This is an optimization exercise on Yosys and OpenROAD, whose aim is small area and a short achievable clock period, not a production implementation. At most, simulation tests tie the RTL to the original design; equivalence was not proved. The RTL of runs 2 and 3 was laid out without a check of its function. No activity file was given, so power comes from the tool's default toggle rates.

<file path="flow/design.v">
module cic_rca #(
    parameter int W = 8
) (
    input  logic [W-1:0] a,
    input  logic [W-1:0] b,
    input  logic         ci,
    output logic [W-1:0] s,
    output logic         co
);
    logic [W:0] c;
    assign c[0] = ci;
    for (genvar i = 0; i < W; i++) begin : g_bit
        assign s[i]   = a[i] ^ b[i] ^ c[i];
        assign c[i+1] = (a[i] & b[i]) | (a[i] & c[i]) | (b[i] & c[i]);
    end
    assign co = c[W];
endmodule
module cic_lane #(
    parameter int SW    = 8,
    parameter int NSEG  = 8,
    parameter int ACC_W = 60
) (
    input  logic             dspclk,
    input  logic [11:0]      x,       
    input  logic [NSEG+2:0]  e,       
    input  logic [NSEG-1:0]  ce,      
    input  logic [NSEG-1:0]  sh,      
    input  logic             jodd,    
    input  logic             jzero,   
    output logic [15:0]      dout
);
    logic [3:0]      xd1;
    logic [NSEG-1:2] sdr;
    logic [NSEG-1:0] sd;
    always_ff @(posedge dspclk) begin
        xd1 <= x[11:8];
        sdr <= sd[NSEG-2:1];
    end
    assign sd = {sdr, xd1[3], x[11]};
    logic [NSEG-1:0][3:0]    ico;     
    logic [NSEG-1:0][4:0]    cco;     
    logic [NSEG-1:0]         wco;     
    logic [NSEG-1:0][SW-1:0] vseg;    
    for (genvar k = 0; k < NSEG; k++) begin : g_seg
        localparam int LO = SW * k;
        localparam int WK = (ACC_W - LO < SW) ? ACC_W - LO : SW;
        logic [WK-1:0] xs;
        logic [3:0]    ici;
        logic [4:0]    cci;
        logic          wci;
        if (k == 0)      assign xs = x[WK-1:0];
        else if (k == 1) assign xs = {{(WK-4){xd1[3]}}, xd1};
        else             assign xs = {WK{sd[k]}};
        if (k == 0) begin : g_c0
            assign ici = 4'b0000;
            assign cci = 5'b01110;      
            assign wci = 1'b0;
        end else begin : g_cn
            logic [3:0] icr;
            logic [4:0] ccr;
            logic       wcr;
            always_ff @(posedge dspclk) begin
                icr <= ico[k-1];
                ccr <= cco[k-1];
                wcr <= wco[k-1];
            end
            assign ici = icr;
            assign cci = ccr;
            assign wci = wcr;
        end
        for (genvar i = 0; i < 4; i++) begin : g_int
            logic [WK-1:0] acc, hold, add, sum;
            if (i == 0) begin : g_first
                assign add = xs;
            end else begin : g_next
                assign add = e[i+k] ? g_int[i-1].acc : '0;
            end
            if (i == 3) begin : g_dump
                assign hold = ce[k] ? '0 : acc;
            end else begin : g_keep
                assign hold = acc;
            end
            cic_rca #(.W(WK)) u_add (
                .a(hold), .b(add), .ci(ici[i]), .s(sum), .co(ico[k][i])
            );
            always_ff @(posedge dspclk) acc <= sum;
        end
        logic [WK-1:0] w, wn, w2, wn2, t1, t2, pw;
        logic [WK-1:0] v, t1n, t2n, p1, g1, p2, g2;
        assign w   = g_int[3].acc;
        assign wn  = ~w;
        assign w2  = {w[WK-2:0], wci};
        assign wn2 = ~w2;
        assign wco[k] = w[WK-1];
        assign p1 = t2 ^ wn2 ^ wn;
        assign g1 = (t2 & wn2) | (t2 & wn) | (wn2 & wn);
        assign p2 = w2 ^ w ^ pw;
        assign g2 = (w2 & w) | (w2 & pw) | (w & pw);
        assign cco[k][1] = g1[WK-1];
        assign cco[k][3] = g2[WK-1];
        cic_rca #(.W(WK)) u_v  (.a(w),  .b(t1), .ci(cci[0]), .s(v), .co(cco[k][0]));
        cic_rca #(.W(WK)) u_t1 (
            .a(p1), .b({g1[WK-2:0], cci[1]}), .ci(cci[2]), .s(t1n), .co(cco[k][2])
        );
        cic_rca #(.W(WK)) u_t2 (
            .a(p2), .b({g2[WK-2:0], cci[3]}), .ci(cci[4]), .s(t2n), .co(cco[k][4])
        );
        always_ff @(posedge dspclk) begin
            if (ce[k]) begin
                t1 <= t1n;
                t2 <= t2n;
                pw <= wn;
            end
        end
        if (WK == SW) begin : g_full
            assign vseg[k] = v;
        end else begin : g_part
            assign vseg[k] = {{(SW-WK){1'b0}}, v};
        end
    end
    logic [SW-1:0] win_in;
    always_comb begin
        win_in = '0;
        for (int k = 0; k < NSEG; k++)
            win_in = win_in | (vseg[k] & {SW{sh[k]}});
    end
    logic [3*SW-1:0] sr;
    logic [16:0]     win;
    always_ff @(posedge dspclk) begin
        if (|sh) sr <= {win_in, sr[3*SW-1:SW]};
    end
    assign win = jodd ? sr[19:3] : sr[23:7];
    always_ff @(posedge dspclk) dout <= win[16:1] + {15'd0, win[0] & ~jzero};
endmodule
module cic_decim_mc #(
    parameter int CHANNELS     = 2,
    parameter int DIN_W        = 12,
    parameter int DOUT_W       = 16,
    parameter int STAGES       = 4,
    parameter int RATE_W       = 13,
    parameter int MAX_RATE     = 4096,
    parameter int DEFAULT_RATE = 4
) (
    input  logic                       dspclk,
    input  logic                       reset,
    input  logic                       sclr,
    input  logic                       rate_we,
    input  logic [RATE_W-1:0]          rate,
    input  logic                       nd,
    input  logic [CHANNELS*DIN_W-1:0]  din,
    output logic                       rfd,
    output logic                       rdy,
    output logic [CHANNELS*DOUT_W-1:0] dout
);
    localparam int SW   = 8;
    localparam int NSEG = 8;
    logic clr, clr_q;
    assign clr = reset | sclr | rate_we;
    assign rfd = ~(clr | clr_q);
    always_ff @(posedge dspclk) clr_q <= clr;
    logic                      a_q;
    logic [CHANNELS*DIN_W-1:0] din_q;
    always_ff @(posedge dspclk) begin
        a_q   <= nd & rfd;
        din_q <= nd ? din : '0;
    end
    logic [RATE_W-1:0] rate_raw, rate_cl;
    logic [11:0]       rm1, rm1_q;
    logic [3:0]        j;
    logic [NSEG-1:0]   mask, mask_q, k2sel, k2sel_q;
    logic              jodd_q, jzero_q;
    always_ff @(posedge dspclk) begin
        if (reset)        rate_raw <= RATE_W'(DEFAULT_RATE);
        else if (rate_we) rate_raw <= rate;
    end
    always_comb begin
        rate_cl = (rate_raw < RATE_W'(2))        ? RATE_W'(2) :
                  (rate_raw > RATE_W'(MAX_RATE)) ? RATE_W'(MAX_RATE) : rate_raw;
        rm1 = 12'(rate_cl - RATE_W'(1));
        j   = '0;
        for (int b = 1; b < 12; b++)
            if (rm1[b]) j = 4'(b);
        mask  = '0;
        k2sel = '0;
        for (int k = 0; k < NSEG; k++) begin
            if (k <= ((32'(j) * 4 + 15) / SW)) mask[k] = 1'b1;
            if (k == ((32'(j) * 4 + 15) / SW)) k2sel[k] = 1'b1;
        end
    end
    always_ff @(posedge dspclk) begin
        rm1_q   <= rm1;
        mask_q  <= mask;
        k2sel_q <= k2sel;
        jodd_q  <= j[0];
        jzero_q <= (j == 4'd0);
    end
    logic [11:0] ph;
    logic [2:0]  warm;
    logic        last, blk, keep;
    assign last = (ph == rm1_q);
    assign blk  = a_q & last;
    assign keep = blk & warm[2];
    always_ff @(posedge dspclk) begin
        if (clr_q) begin
            ph   <= '0;
            warm <= '0;
        end else begin
            if (a_q) ph <= last ? '0 : ph + 12'd1;
            if (blk && !warm[2]) warm <= warm + 3'd1;
        end
    end
    logic [NSEG+2:0] e;
    logic [NSEG+2:1] e_r;
    logic [NSEG+3:1] bp;
    logic [NSEG+4:1] kp;
    assign e = {e_r, a_q};
    always_ff @(posedge dspclk) begin
        e_r <= e[NSEG+1:0];
        bp  <= {bp[NSEG+2:1], blk};
        kp  <= {kp[NSEG+3:1] & {(NSEG+3){~clr_q}}, keep};
        rdy <= (|(kp[NSEG+4:5] & k2sel_q)) & ~clr & ~clr_q;
    end
    for (genvar c = 0; c < CHANNELS; c++) begin : g_lane
        cic_lane #(.SW(SW), .NSEG(NSEG), .ACC_W(60)) u_lane (
            .dspclk (dspclk),
            .x      (din_q[c*DIN_W +: DIN_W]),
            .e      (e),
            .ce     (bp[NSEG+3:4]),
            .sh     (bp[NSEG+3:4] & mask_q),
            .jodd   (jodd_q),
            .jzero  (jzero_q),
            .dout   (dout[c*DOUT_W +: DOUT_W])
        );
    end
endmodule
</file>
<file path="flow/flow/run.sh">
#!/bin/bash
set -euo pipefail
bash standard.sh SETUP_SLACK_MARGIN=6.1 finish > flow_make.log 2>&1
</file>
<file path="flow/standard.sh">
#!/bin/bash
# synth_recipe.tcl (not shown) runs the flow's synth.tcl, then flattens the netlist and writes it again
# the make line also repeats each setting of config.mk as NAME=value (left out here)
make -C /OpenROAD-flow-scripts/flow DESIGN_CONFIG=/design/flow/config.mk WORK_HOME=/design/flow/orfs CLKGATE_MAP_FILE= SYNTH_SCRIPT=/design/flow/synth_recipe.tcl "${@:-finish}"
</file>
<file path="flow/config.mk">
export PLATFORM = sky130hd
export DESIGN_NAME = cic_decim_mc
export DESIGN_NICKNAME = cic_decim_mc
export VERILOG_FILES = /design/flow/design.v
export SDC_FILE = /design/flow/constraint.sdc
export NUM_CORES = 4
export LEC_CHECK = 0
export CAP_MARGIN = 20
export CORE_MARGIN = 2
export CORE_UTILIZATION = 40
export SLEW_MARGIN = 20
</file>
<file path="flow/constraint.sdc">
create_clock -name core_clock -period 11.0 [get_ports {dspclk}]
set_input_delay 2.2000 -clock core_clock [delete_from_list [all_inputs] [get_ports {dspclk}]]
set_output_delay 2.2000 -clock core_clock [all_outputs]
set_load 0.01 [all_outputs]
</file>
==> impl_metrics.ini, run 1 <==
[worst_setup_path]
cp.arrival_ps = 2900
reg2reg_slack_ps = 6270
slowest_stage = or3_4
crit_buf_inv = 2
worst_setup_path_start_kind = primary input
required_ps = 8800
critical_path.startpoint = sclr
crit_path_end_kind = output pin
slowest_delay_ps = 390
crit_family = simple AND/OR/NAND/NOR gates
cp_cell_sequence = buf_6, or3_4, nor2_4, buf_6
critPathMostFrequentCell = buf_6
r2r-start = g_lane[1].u_lane.g_seg[5].g_int[3].acc[0]
crit_fanout = 2
path_class = primary input to output pin

[power_and_ir_drop]
p_leak_nw = 27.5
p_total_mw = 13.0
power.switching_mw = 3.69
pwr-share-clk_pct = 33.8
internal-power_mw = 9.27
switching_share_pct = 28.5
combinationalPowerShare_pct = 20.0
p_seq_share_pct = 46.2
vdd_ir_drop_max_mv = 0.143
powerDensity_nw_per_um2 = 199

[timing]
min_period_ps = 5100
finalCritPeriodShare_pct = 46.4
grt_setup_unrepaired = yes
slew_viol_final = 0
clock_skew_ps = 28.8
max_slew.worst_pin.slew_ps = 964
max_freq_mhz = 196
slew_headroom_pct = 35.7
setup_slack_ps = 5900
setup_tns_ps = 0
finalSetupViolations = 0
finalHoldWorstSlack_ps = 318
hold_violations = 0

[cts]
root_buffer = clkbuf_16
cts_buffer_depth = 3
clk_latency_ps = 750
cts_buffers = 133
htree_levels = 4
clkTransAtPathRegs_ps = 50
cts_sinks = 1192
cts_hold_buf = 0
cts_tree = yes

[hold_path]
hold_class = flip-flop to flip-flop
min_from = din_q[23]

[placement]
place_area_sq_um = 60800
place_congestion = 0.837
place_ws_ps = 4550
portBuffers = 75
dp_hpwl_um = 74400

[detailed_routing]
viasPerCell = 4.45
dr.first_iter.drc_count = 1611
met3_length_um = 5110
wirelength_met1_um = 45200
ant_nets = 0
wl_met2_um = 45200
via_count = 27300
drc = 0
drt_pass1_iterations = 6
post_drt_wl_per_cell_um = 16.0
top_layer_used = met4
finalWirelength_um = 97700

[run]
drv_cap = 0

[final_layout]
antenna_cells = 0
layout-drive-gt1-share_pct = 6.38
num-fill-cells = 12600
fin_area_sq_um = 65200
area_growth_pct = 12.7
nets = 5212

[logic_synthesis]
ys_types = 69
muxShareOfSynthArea_pct = 0.837
synth_fa_ha_area_share_pct = 36.6
ys_warn_count = 2
synth_xor_xnor_area_share_pct = 1.35
synth-simple-area-share_pct = 6.80
synth_top_area_cell = fa_1
postSynthAreaPerCell_sq_um = 14.6
synthTopCellsByArea = fa_1, dfxtp_1, edfxtp_1
syn_inst = 3954
synthesis.area_sq_um = 57800
synth_edf_count = 402
ys_seq_area_share_pct = 48.2
postSynth.asyncResetShare_pct = 0
synth_compound_area_share_pct = 1.59
ys_seq_elements = 1192
ys.flop_type = dfxtp_1
synth_top_family_by_area = adder cells
synth.top_cell.area_share_pct = 36.1

[grt]
grt_max_degree = 79
grt_first_pass_wirelength_um = 166000
grt_use_total_pct = 14.4
overflow = 0
grt_pass1_vias = 30400
antenna_found_initial = 0

[floorplanning]
initial_core_util_pct = 40.3
die_w_um = 384
rows = 139
dieArea_sq_um = 148000
pin_count = 76
coreArea_sq_um = 143000
fp.dieH_um = 384

[run_status]
outcome = finished clean
==> power groups by stage <==
stage | clock [mW] | combinational (mW) | sequential, mW
floorplan | 0 | 1.82 | 5.95
detailed placement | 0 | 2.65 | 6.11
CTS | 4.50 | 2.68 | 6.02
global placement | 0 | 2.51 | 6.09
global route | 4.68 | 3.13 | 6.09
finish | 4.37 | 2.59 | 5.99
==> layout by cell type (no fill, tap or decap), types with 15 or more instances in the layout <==
cell / Yosys / layout
fa_1: 1042 / 1042
dfxtp_1: 790 / 779
inv_1: 617 / 617
edfxtp_1: 402 / 402
and2_1: 327 / 327
nor2_1: 152 / 151
clkbuf_16: 0 / 141
nand2_1: 115 / 115
clkdlybuf4s50_1: 0 / 71
xnor2_1: 58 / 58
mux2i_1: 41 / 41
clkbuf_1: 73 / 41
o22ai_1: 40 / 40
xor2_1: 31 / 31
nand2b_1: 30 / 30
nand3_1: 26 / 26
ha_1: 23 / 23
clkinv_2: 0 / 23
o21ai_0: 19 / 19
clkbuf_8: 0 / 19
buf_4: 0 / 19
nor2b_1: 17 / 17
nand4_1: 15 / 15
==> cells by family after synthesis <==
logic type | after synthesis
mux | 47
fa+ha+maj | 1065
flops | 1192
simple gates | 730
xor+xnor | 89
other cells | 2
buf+inv | 701
compound gates | 128
==> sequential cells by signal, indices dropped and copies added, names as in the netlist, 10 cells and up <==
| name | cells |
|---|---|
| g_lane.u_lane.g_seg.g_int.acc | 480 |
| bp | 11 |
| g_lane.u_lane.g_seg.pw | 120 |
| g_lane.u_lane.g_seg.g_cn.wcr | 14 |
| din_q | 24 |
| g_lane.u_lane.g_seg.t1 | 120 |
| g_lane.u_lane.sdr | 12 |
| kp | 12 |
| rate_raw | 13 |
| g_lane.u_lane.sr | 42 |
| g_lane.u_lane.g_seg.g_cn.icr | 56 |
| g_lane.u_lane.g_seg.t2 | 120 |
| ph | 12 |
| g_lane.u_lane.g_seg.g_cn.ccr | 70 |
| e_r | 10 |
| g_lane.u_lane.dout | 32 |
| rm1_q | 12 |
==> routing by layer <==
| metal | vias to the layer above | GRT usage, % |
|---|---|---|
| met2 | 470 | 22.4 |
| met3 | 162 | 3.15 |
| met1 | 14100 | 20.2 |
| met4 | 0 | 4.37 |
| li1 | 12500 | - |
| met5 | - | 0 |
==> timing repair <==
| item | in CTS | in global routing |
|---|---|---|
| resized for setup | 27 | 6 |
| buffers inserted | 3 | 0 |
| pin swaps | 2 | 0 |
| endpoints found under the setup margin | 1 | 7 |
==> metrics by stage <==
step | util, % | instances
6_report | 45.4 | 6118
3_5_place_dp | 42.4 | 5870
5_1_grt | 45.4 | 6118
4_1_cts | 45.4 | 6118
2_1_floorplan | - | 3955
3_3_place_gp | 42.4 | 5870
==> synth_stat cells, types with 6 or more instances <==
master and count:
inv_1 617, nand2_1 115, or3_1 7, or4_1 11, edfxtp_1 402, o21ai_0 19, nand2b_1 30, o22ai_1 40
mux2i_1 41, nor3_1 7, xor2_1 31, a21oi_1 10, nor2_1 152, and2_1 327, dfxtp_1 790, xnor2_1 58
nand3_1 26, nand4_1 15, a32oi_1 13, clkbuf_1 73, a22oi_1 6, nor2b_1 17, fa_1 1042, ha_1 23
==> area by class of cell <==
type,instances,area (sq um),share of cell area (%)
sequential,1192,27900,42.8
multi-input combinational,2062,27300,41.9
clock buffer,201,3940,6.05
tap,1903,2380,3.65
inverter,619,2320,3.56
timing repair buffer,97,950,1.46
clock inverter,44,397,0.608
==> worst paths after layout <==
kind | depth (start not counted) | to
max | 4 | rfd
min | 0 | g_lane[1].u_lane.xd1[3]
max reg2reg | 10 | g_lane[1].u_lane.g_seg[5].t1[7]
min reg2reg | 0 | g_lane[1].u_lane.xd1[3]
==> run 2, diff against run 1 <==
--- a/flow/design.v
+++ b/flow/design.v
@@ -162,7 +162,7 @@
     logic [CHANNELS*DIN_W-1:0] din_q;
     always_ff @(posedge dspclk) begin
         a_q   <= nd & rfd;
-        din_q <= nd ? din : '0;
+        din_q <= (nd & rfd) ? din : '0;
     end
     logic [RATE_W-1:0] rate_raw, rate_cl;
     logic [11:0]       rm1, rm1_q;
==> flow/run.sh (new file) <==
#!/bin/bash
# synth_recipe.tcl (not shown) runs the flow's synth.tcl, then flattens the netlist and writes it again
# the make line also repeats each setting of config.mk as NAME=value (left out here)
make -C /OpenROAD-flow-scripts/flow DESIGN_CONFIG=/design/flow/config.mk WORK_HOME=/design/flow/orfs CLKGATE_MAP_FILE= SYNTH_SCRIPT=/design/flow/synth_recipe.tcl finish
--- a/flow/config.mk
+++ b/flow/config.mk
@@ -8,4 +8,5 @@
 export CAP_MARGIN = 20
 export CORE_MARGIN = 2
 export CORE_UTILIZATION = 40
+export SETUP_SLACK_MARGIN = 5
 export SLEW_MARGIN = 20
removed: flow/flow/run.sh
removed: flow/standard.sh
==> run 2 against run 1 <==
Effect of this change: sequential cell count stayed put; die area about the same; via count down 0.95%; sequential share of layout area down 0.10 points; first-iteration DRC count is 23% lower; clock-buffer cell count up 8; clock skew down 5.5 ps; critical path depth up 1; total power is 7.9% lower; clock power grew 1%; critical endpoint unchanged; largest cell class unchanged.
==> impl_metrics.ini, run 2 <==
[worst_setup_path]
slowest_delay_ps = 400
worst_setup_path_start_kind = primary input
crit_buf_inv = 3
cp_cell_sequence = clkdlybuf4s50_1, or3_4, nor2_4, buf_12, dlygate4sd2_1
worstReg2RegEnd = g_lane[0].u_lane.g_seg[6].g_int[3].acc[7]
cp.depth = 5
required_ps = 8800
crit_fanout = 13
reg2reg_slack_ps = 6230
cp.arrival_ps = 3690
r2r-start = bp[10]
crit_family = buffers and inverters
reg2reg_depth = 13
path_class = primary input to output pin
critical_path.startpoint = sclr
endpoint = rfd
slowest_stage = clkdlybuf4s50_1
crit_path_end_kind = output pin

[power_and_ir_drop]
combinationalPowerShare_pct = 16.6
powerDensity_nw_per_um2 = 183
switching_share_pct = 26.1
internal-power_mw = 8.82
p_total_mw = 11.9
power.switching_mw = 3.11
pwr-share-clk_pct = 37.1
p_seq_share_pct = 46.3
p_leak_nw = 27.9
vdd_ir_drop_max_mv = 0.122

[cts]
cts_hold_buf = 0
cts_tree = yes
clk_latency_ps = 710
root_buffer = clkbuf_16
clkTransAtPathRegs_ps = 60
htree_levels = 4
cts_buffers = 132
cts_buffer_depth = 3
cts_sinks = 1192

[logic_synthesis]
syn_inst = 3960
synth.top_cell.area_share_pct = 36.1
ys.flop_type = dfxtp_1
postSynthAreaPerCell_sq_um = 14.6
synth_top_cells_by_count = fa_1, dfxtp_1, inv_1
synthTopCellsByArea = fa_1, dfxtp_1, edfxtp_1
synth_edf_count = 402
ys_types = 60
ys_warn_count = 2
postSynth.asyncResetShare_pct = 0
ys_seq_area_share_pct = 48.2
ys_seq_elements = 1192
synth_top_area_cell = fa_1
synthesis.area_sq_um = 57800
synth_most_common_cell = fa_1

[run_status]
outcome = finished clean

[detailed_routing]
post_drt_wl_per_cell_um = 15.3
drt_pass1_iterations = 6
ant_nets = 0
viasPerCell = 4.41
dr.first_iter.drc_count = 1237
drc = 0
via_count = 27000
finalWirelength_um = 93700

[final_layout]
largest_reg_flops = 480
final_common_cell = fa_1
largest_register = g_lane.u_lane.g_seg.g_int.acc
layout-drive-gt1-share_pct = 5.98
layout_common_cells = fa_1, dfxtp_1, inv_1
area_growth_pct = 13.0
nets = 5216

[hold_path]
hold_class = flip-flop to flip-flop
min_from = din_q[20]

[timing]
hold_violations = 0
clock_skew_ps = 23.4
finalSetupViolations = 0
max_slew.worst_pin.slew_ps = 951
slew_headroom_pct = 36.6
min_period_ps = 5890
slew_viol_final = 0
setup_tns_ps = 0
finalCritPeriodShare_pct = 53.5
max_freq_mhz = 170
grt_setup_unrepaired = no

[floorplanning]
initial_core_util_pct = 40.3
rows = 139
pin_count = 76
dieArea_sq_um = 148000
die_w_um = 384
coreArea_sq_um = 143000
fp.dieH_um = 384

[grt]
grt_pass1_vias = 30300
antenna_found_initial = 4
overflow = 0
grt_max_degree = 84
grt_use_total_pct = 13.7
grt_first_pass_wirelength_um = 160000

[run]
drv_cap = 0

[placement]
dp_hpwl_um = 72100
portBuffers = 75
place_congestion = 0.841
-- run 2: timing repair --
item,CTS,global route
buffers inserted,1,0
setup endpoints to repair,1,0
resized for setup,14,0
-- run 2: through the flow --
| stage | instance area (sq um) | hold slack [ps] | worst slack (ps) | util (%) | cells |
|---|---|---|---|---|---|
| after floorplan | 57800 | 310 | 5520 | - | 3961 |
| after global placement | 60800 | 316 | 4090 | 42.4 | 5876 |
| after detailed placement | 60800 | 314 | 4060 | 42.4 | 5876 |
| after CTS | 65300 | 328 | 5110 | 45.5 | 6120 |
| after global routing | 65300 | 330 | 5070 | 45.5 | 6120 |
| final | 65300 | 325 | 5110 | 45.5 | 6124 |
-- run 2: final cells by class --
type	count	area (sq um)
clock buffers	209	4130
repair buffers	98	956
flip-flops and latches	1192	27900
multi-input cells	2073	27300
clock inverters	33	332
fillers	12700	78200
well taps	1903	2380
inverters	612	2300
diodes	4	10.0
-- run 2: power groups by stage --
stage | Sequential [mW] | Combinational, mW | Clock [mW]
after floorplan | 5.54 | 1.39 | 0
after global placement | 5.62 | 1.93 | 0
after detailed placement | 5.64 | 2.04 | 0
after CTS | 5.54 | 2.05 | 4.56
after global routing | 5.59 | 2.38 | 4.73
final | 5.52 | 1.98 | 4.43
-- run 2: worst min path at each step --
stage,slack (ps),depth (start not counted),to
global placement,320,0,g_lane[1].u_lane.xd1[1]
finish,320,0,g_lane[1].u_lane.xd1[0]
global route,330,0,g_lane[1].u_lane.xd1[0]
floorplan,310,0,bp[2]
CTS,330,0,g_lane[1].u_lane.xd1[1]
detailed placement,310,0,bp[4]
-- run 2: kinds of logic (layout without fill, tap and decap cells) --
family | after synthesis | count (layout) | share of synthesized area, %
buffers and inverters | 696 | 952 | 4.55
other | 2 | 7 | 0.0130
flip-flops | 1192 | 1192 | 48.2
multiplexers | 45 | 45 | 0.787
AND/OR/NAND/NOR | 743 | 743 | 6.99
adder cells (fa/ha/maj) | 1065 | 1065 | 36.6
AO/OA/AOI/OAI | 126 | 126 | 1.48
XOR/XNOR | 91 | 91 | 1.39
-- run 2: metal layers --
metal  part of all wire, %  GRT usage (%)  vias to the layer above
met3                   4.2           2.42                      145
met5                 0.014              0                        -
met4                   2.3           4.11                        2
met2                    47           22.2                      382
met1                    47           18.9                    13900
li1                      -              -                    12600
==> run 3, diff against run 2 <==
--- a/flow/design.v
+++ b/flow/design.v
@@ -38,78 +38,72 @@
     end
     assign sd = {sdr, xd1[3], x[11]};
     logic [NSEG-1:0][3:0]    ico;     
-    logic [NSEG-1:0][4:0]    cco;     
-    logic [NSEG-1:0]         wco;     
+    logic [NSEG-1:0][3:0]    cco;     
+    logic [NSEG-1:0]         gco;     
+    logic [NSEG-1:0][1:0]    uco;     
     logic [NSEG-1:0][SW-1:0] vseg;    
     for (genvar k = 0; k < NSEG; k++) begin : g_seg
         localparam int LO = SW * k;
         localparam int WK = (ACC_W - LO < SW) ? ACC_W - LO : SW;
         logic [WK-1:0] xs;
-        logic [3:0]    ici;
-        logic [4:0]    cci;
-        logic          wci;
+        logic [3:0]    ici, cci;
+        logic          gci;
+        logic [1:0]    uci;
         if (k == 0)      assign xs = x[WK-1:0];
         else if (k == 1) assign xs = {{(WK-4){xd1[3]}}, xd1};
         else             assign xs = {WK{sd[k]}};
         if (k == 0) begin : g_c0
             assign ici = 4'b0000;
-            assign cci = 5'b01110;      
-            assign wci = 1'b0;
+            assign cci = 4'b1010;       
+            assign gci = 1'b0;
+            assign uci = 2'b00;
         end else begin : g_cn
-            logic [3:0] icr;
-            logic [4:0] ccr;
-            logic       wcr;
+            logic [3:0] icr, ccr;
+            logic       gcr;
+            logic [1:0] ucr;
             always_ff @(posedge dspclk) begin
                 icr <= ico[k-1];
                 ccr <= cco[k-1];
-                wcr <= wco[k-1];
+                gcr <= gco[k-1];
+                ucr <= uco[k-1];
             end
             assign ici = icr;
             assign cci = ccr;
-            assign wci = wcr;
+            assign gci = gcr;
+            assign uci = ucr;
         end
         for (genvar i = 0; i < 4; i++) begin : g_int
-            logic [WK-1:0] acc, hold, add, sum;
+            logic [WK-1:0] acc, add, sum;
             if (i == 0) begin : g_first
-                assign add = xs;
+                assign add = e[i+k] ? xs : '0;
             end else begin : g_next
                 assign add = e[i+k] ? g_int[i-1].acc : '0;
             end
-            if (i == 3) begin : g_dump
-                assign hold = ce[k] ? '0 : acc;
-            end else begin : g_keep
-                assign hold = acc;
-            end
             cic_rca #(.W(WK)) u_add (
-                .a(hold), .b(add), .ci(ici[i]), .s(sum), .co(ico[k][i])
+                .a(acc), .b(add), .ci(ici[i]), .s(sum), .co(ico[k][i])
             );
             always_ff @(posedge dspclk) acc <= sum;
         end
-        logic [WK-1:0] w, wn, w2, wn2, t1, t2, pw;
-        logic [WK-1:0] v, t1n, t2n, p1, g1, p2, g2;
-        assign w   = g_int[3].acc;
-        assign wn  = ~w;
-        assign w2  = {w[WK-2:0], wci};
-        assign wn2 = ~w2;
-        assign wco[k] = w[WK-1];
-        assign p1 = t2 ^ wn2 ^ wn;
-        assign g1 = (t2 & wn2) | (t2 & wn) | (wn2 & wn);
-        assign p2 = w2 ^ w ^ pw;
-        assign g2 = (w2 & w) | (w2 & pw) | (w & pw);
-        assign cco[k][1] = g1[WK-1];
-        assign cco[k][3] = g2[WK-1];
-        cic_rca #(.W(WK)) u_v  (.a(w),  .b(t1), .ci(cci[0]), .s(v), .co(cco[k][0]));
-        cic_rca #(.W(WK)) u_t1 (
-            .a(p1), .b({g1[WK-2:0], cci[1]}), .ci(cci[2]), .s(t1n), .co(cco[k][2])
-        );
-        cic_rca #(.W(WK)) u_t2 (
-            .a(p2), .b({g2[WK-2:0], cci[3]}), .ci(cci[4]), .s(t2n), .co(cco[k][4])
-        );
+        logic [WK-1:0] u, u4, u2, t1, t2, t3, t4;
+        logic [WK-1:0] v, t1n, t2n, t3n, cp, cg, cgs;
+        assign u  = g_int[3].acc;
+        assign u4 = {u[WK-3:0], uci};
+        assign u2 = {u[WK-2:0], uci[1]};
+        assign uco[k] = u[WK-1:WK-2];
+        assign cp  = t3 ^ u4 ^ u2;
+        assign cg  = (t3 & u4) | (t3 & u2) | (u4 & u2);
+        assign cgs = {cg[WK-2:0], gci};
+        assign gco[k] = cg[WK-1];
+        cic_rca #(.W(WK)) u_v  (.a(u),  .b(t1),  .ci(cci[0]), .s(v),   .co(cco[k][0]));
+        cic_rca #(.W(WK)) u_t1 (.a(t2), .b(~u4), .ci(cci[1]), .s(t1n), .co(cco[k][1]));
+        cic_rca #(.W(WK)) u_t2 (.a(cp), .b(cgs), .ci(cci[2]), .s(t2n), .co(cco[k][2]));
+        cic_rca #(.W(WK)) u_t3 (.a(t4), .b(~u4), .ci(cci[3]), .s(t3n), .co(cco[k][3]));
         always_ff @(posedge dspclk) begin
             if (ce[k]) begin
                 t1 <= t1n;
                 t2 <= t2n;
-                pw <= wn;
+                t3 <= t3n;
+                t4 <= u;
             end
         end
         if (WK == SW) begin : g_full
@@ -162,7 +156,7 @@
     logic [CHANNELS*DIN_W-1:0] din_q;
     always_ff @(posedge dspclk) begin
         a_q   <= nd & rfd;
-        din_q <= (nd & rfd) ? din : '0;
+        din_q <= din;
     end
     logic [RATE_W-1:0] rate_raw, rate_cl;
     logic [11:0]       rm1, rm1_q;
--- a/flow/config.mk
+++ b/flow/config.mk
@@ -8,5 +8,5 @@
 export CAP_MARGIN = 20
 export CORE_MARGIN = 2
 export CORE_UTILIZATION = 40
-export SETUP_SLACK_MARGIN = 5
+export SETUP_SLACK_MARGIN = 0.3
 export SLEW_MARGIN = 20
==> run 3 against run 2 <==
Effect of this change: still clean; clock skew up 7.5 ps; total power up 4.7%; worst hold slack worse by 4.6 ps; utilization down 0.21 points; sequential cell count up 134; combinational power down 25%; non-clock buffer count down 4; clock-buffer cell count up 3; sequential share of layout area up 2.2 points; cell area up 8.2%; clock power up 7.7%; cell count up 9.9%; critical endpoint unchanged.
==> impl_metrics.ini, run 3 <==
[logic_synthesis]
ys_warn_count = 2
synthesis.area_sq_um = 62800
syn_inst = 4388
ys.flop_type = dfxtp_1
ys_types = 72
ys_seq_elements = 1326
postSynth.asyncResetShare_pct = 0
synth_top_area_cell = fa_1
postSynthAreaPerCell_sq_um = 14.3
synthTopCellsByArea = fa_1, dfxtp_1, edfxtp_1
synth.top_cell.area_share_pct = 32.8
ys_seq_area_share_pct = 50.6
synth_most_common_cell = fa_1
synth_top_cells_by_count = fa_1, inv_1, dfxtp_1
synth_edf_count = 522

[worst_setup_path]
slowest_delay_ps = 780
cp.arrival_ps = 4270
crit_path_end_kind = output pin
cp_cell_sequence = clkdlybuf4s50_1, or3_1, nor2_1, clkdlybuf4s50_1
slowest_stage = clkdlybuf4s50_1
crit_family = buffers and inverters
crit_fanout = 15
path_class = primary input to output pin
critPathMostFrequentCell = clkdlybuf4s50_1
crit_buf_inv = 2
cp.depth = 4
required_ps = 8800
worst_setup_path_start_kind = primary input
reg2reg_depth = 11

[detailed_routing]
via_count = 28900
drc = 0
drt_pass1_iterations = 5
post_drt_wl_per_cell_um = 14.5
finalWirelength_um = 97500
dr.first_iter.drc_count = 1300
ant_nets = 0
viasPerCell = 4.29

[placement]
place_ws_ps = 4520
place_area_sq_um = 66000
portBuffers = 75
dp_hpwl_um = 73400
place_congestion = 0.962

[grt]
grt_first_pass_wirelength_um = 164000
overflow = 0
grt_max_degree = 82
antenna_found_initial = 4
grt_use_total_pct = 13.2
grt_pass1_vias = 31800

[cts]
htree_levels = 4
cts_sinks = 1326
root_buffer = clkbuf_16
cts_resized = 0
cts_buffers = 144
clk_latency_ps = 760
clkTransAtPathRegs_ps = 60
cts_buffer_depth = 3
cts_tree = yes
postCtsSetupBuffers = 0
cts_hold_buf = 0

[power_and_ir_drop]
powerDensity_nw_per_um2 = 177
vdd_ir_drop_max_mv = 0.148
p_leak_nw = 30.6
p_total_mw = 12.5

[final_layout]
largest_register = g_lane.u_lane.g_seg.g_int.acc
nets = 5651
layout_common_cells = fa_1, inv_1, dfxtp_1
largest_reg_flops = 480
fin_area_sq_um = 70700
area_growth_pct = 12.6
layout-drive-gt1-share_pct = 5.99
final_common_cell = fa_1
num-fill-cells = 13700
antenna_cells = 0

[timing]
setup_tns_ps = 0
max_slew.worst_pin.slew_ps = 951
hold_violations = 0
finalHoldWorstSlack_ps = 320
finalCritPeriodShare_pct = 58.8
clock_skew_ps = 30.9
max_freq_mhz = 155
grt_setup_unrepaired = no
finalSetupViolations = 0
setup_slack_ps = 4530
slew_headroom_pct = 36.6
min_period_ps = 6470
slew_viol_final = 0

[floorplanning]
rows = 145
fp.dieH_um = 400
die_w_um = 400
initial_core_util_pct = 40.2
coreArea_sq_um = 156000
dieArea_sq_um = 160000
pin_count = 76

[hold_path]
hold_class = flip-flop to flip-flop
hold_path_depth = 0

[run]
drv_cap = 0

[run_status]
outcome = finished clean
[run 3: cell types whose count changed in the layout (fill, tap and decap cells not counted), moves of 24 or more]
cell      before  now
and2_1       306  347
inv_1        612  996
nand2b_1      37    6
nor2_1       154   64
edfxtp_1     402  522
and3_1        29    5
[run 3: where the power goes]
group | leakage, nW | internal [mW] | switching, mW
registers | 11.4 | 5.78 | 0.442
clock network | 2.33 | 2.87 | 1.91
logic | 16.9 | 0.696 | 0.790
[run 3: cell type report]
cell class | count | area (sq um) | share of cell area, %
timing repair buffer | 94 | 893 | 1.26
multi-input combinational | 1989 | 27000 | 38.1
clock buffer | 212 | 4250 | 6.01
clock inverter | 56 | 504 | 0.713
tap | 2058 | 2570 | 3.64
sequential | 1326 | 31800 | 44.9
inverter | 998 | 3750 | 5.30
[run 3: worst register-to-register path: cells and delay by family, from the launching register on]
kind | cells | cell delay, ps
flip-flops | 1 | 770
buffers and inverters | 3 | 700
adder cells (fa/ha/maj) | 7 | 3020
AND/OR/NAND/NOR | 1 | 320
[run 3: path summary, 6_finish.rpt]
| path | start | to | slack, ps |
|---|---|---|---|
| setup / recovery | rate_we | rfd | 4530 |
| hold / removal | din_q[22] | g_lane[1].u_lane.xd1[2] | 320 |
| setup reg to reg | e_r[6] | g_lane[1].u_lane.g_seg[6].g_int[0].acc[7] | 6090 |
| hold reg to reg | din_q[22] | g_lane[1].u_lane.xd1[2] | 320 |
[run 3: logic make-up after synthesis]
kind of cell | count (synthesis) | synth area share [%]
muxes | 45 | 0.747
and+or+nand+nor | 652 | 5.86
AOI/OAI and AO/OA | 140 | 1.64
xor gates and xnor gates | 95 | 1.33
DFF | 1326 | 50.6
other | 1 | 0.00597
adders and majority gates | 1056 | 33.4
buffers and inverters | 1073 | 6.45
[run 3: layer usage]
| metal | global-route usage [%] | up-vias | routed length, um |
|---|---|---|---|
| li1 | - | 13700 | - |
| met1 | 16.3 | 14600 | 42000 |
| met2 | 22.3 | 407 | 47500 |
| met5 | 0 | - | 0 |
| met3 | 2.62 | 212 | 3810 |
| met4 | 5.96 | 0 | 4230 |
[run 3: per-stage QoR]
step | std cells | utilization, %
6_report | 6733 | 45.3
5_1_grt | 6733 | 45.3
4_1_cts | 6733 | 45.3
3_5_place_dp | 6465 | 42.3
3_3_place_gp | 6465 | 42.3
2_1_floorplan | 4388 | -

## separate check: timing with driven ports
The flow's constraints put no driver on any port. The routed layouts listed below were extracted and timed again, unchanged, in two steps.
Step 1, drivers: a clkbuf_16 drives dspclk and a buf_2 each remaining input, both assumed.
Step 2 times the ports against the registers' clock, not the clock port: input delays grow and output delays shrink by t, the midpoint of the rising clock arrivals with the driver on.
Slacks: no drivers / after step 1 / after step 2; pairs: no drivers / after step 1.
run	t (ns)	slack for setup (ns)	worst setup path after step 2	slew at the worst register clock pin (ns)
run 1	0.808	5.899 / 5.859 / 5.859	input to output	0.06 / 0.06
run 2	0.774	5.114 / 5.092 / 5.092	input to output	0.06 / 0.06
run 3	0.817	4.534 / 4.505 / 4.505	input to output	0.06 / 0.06
After both steps every run listed still meets setup and hold. The setup slack of run 1, which loses most, moves by -0.040 ns with the drivers and by -0.040 ns with both steps.
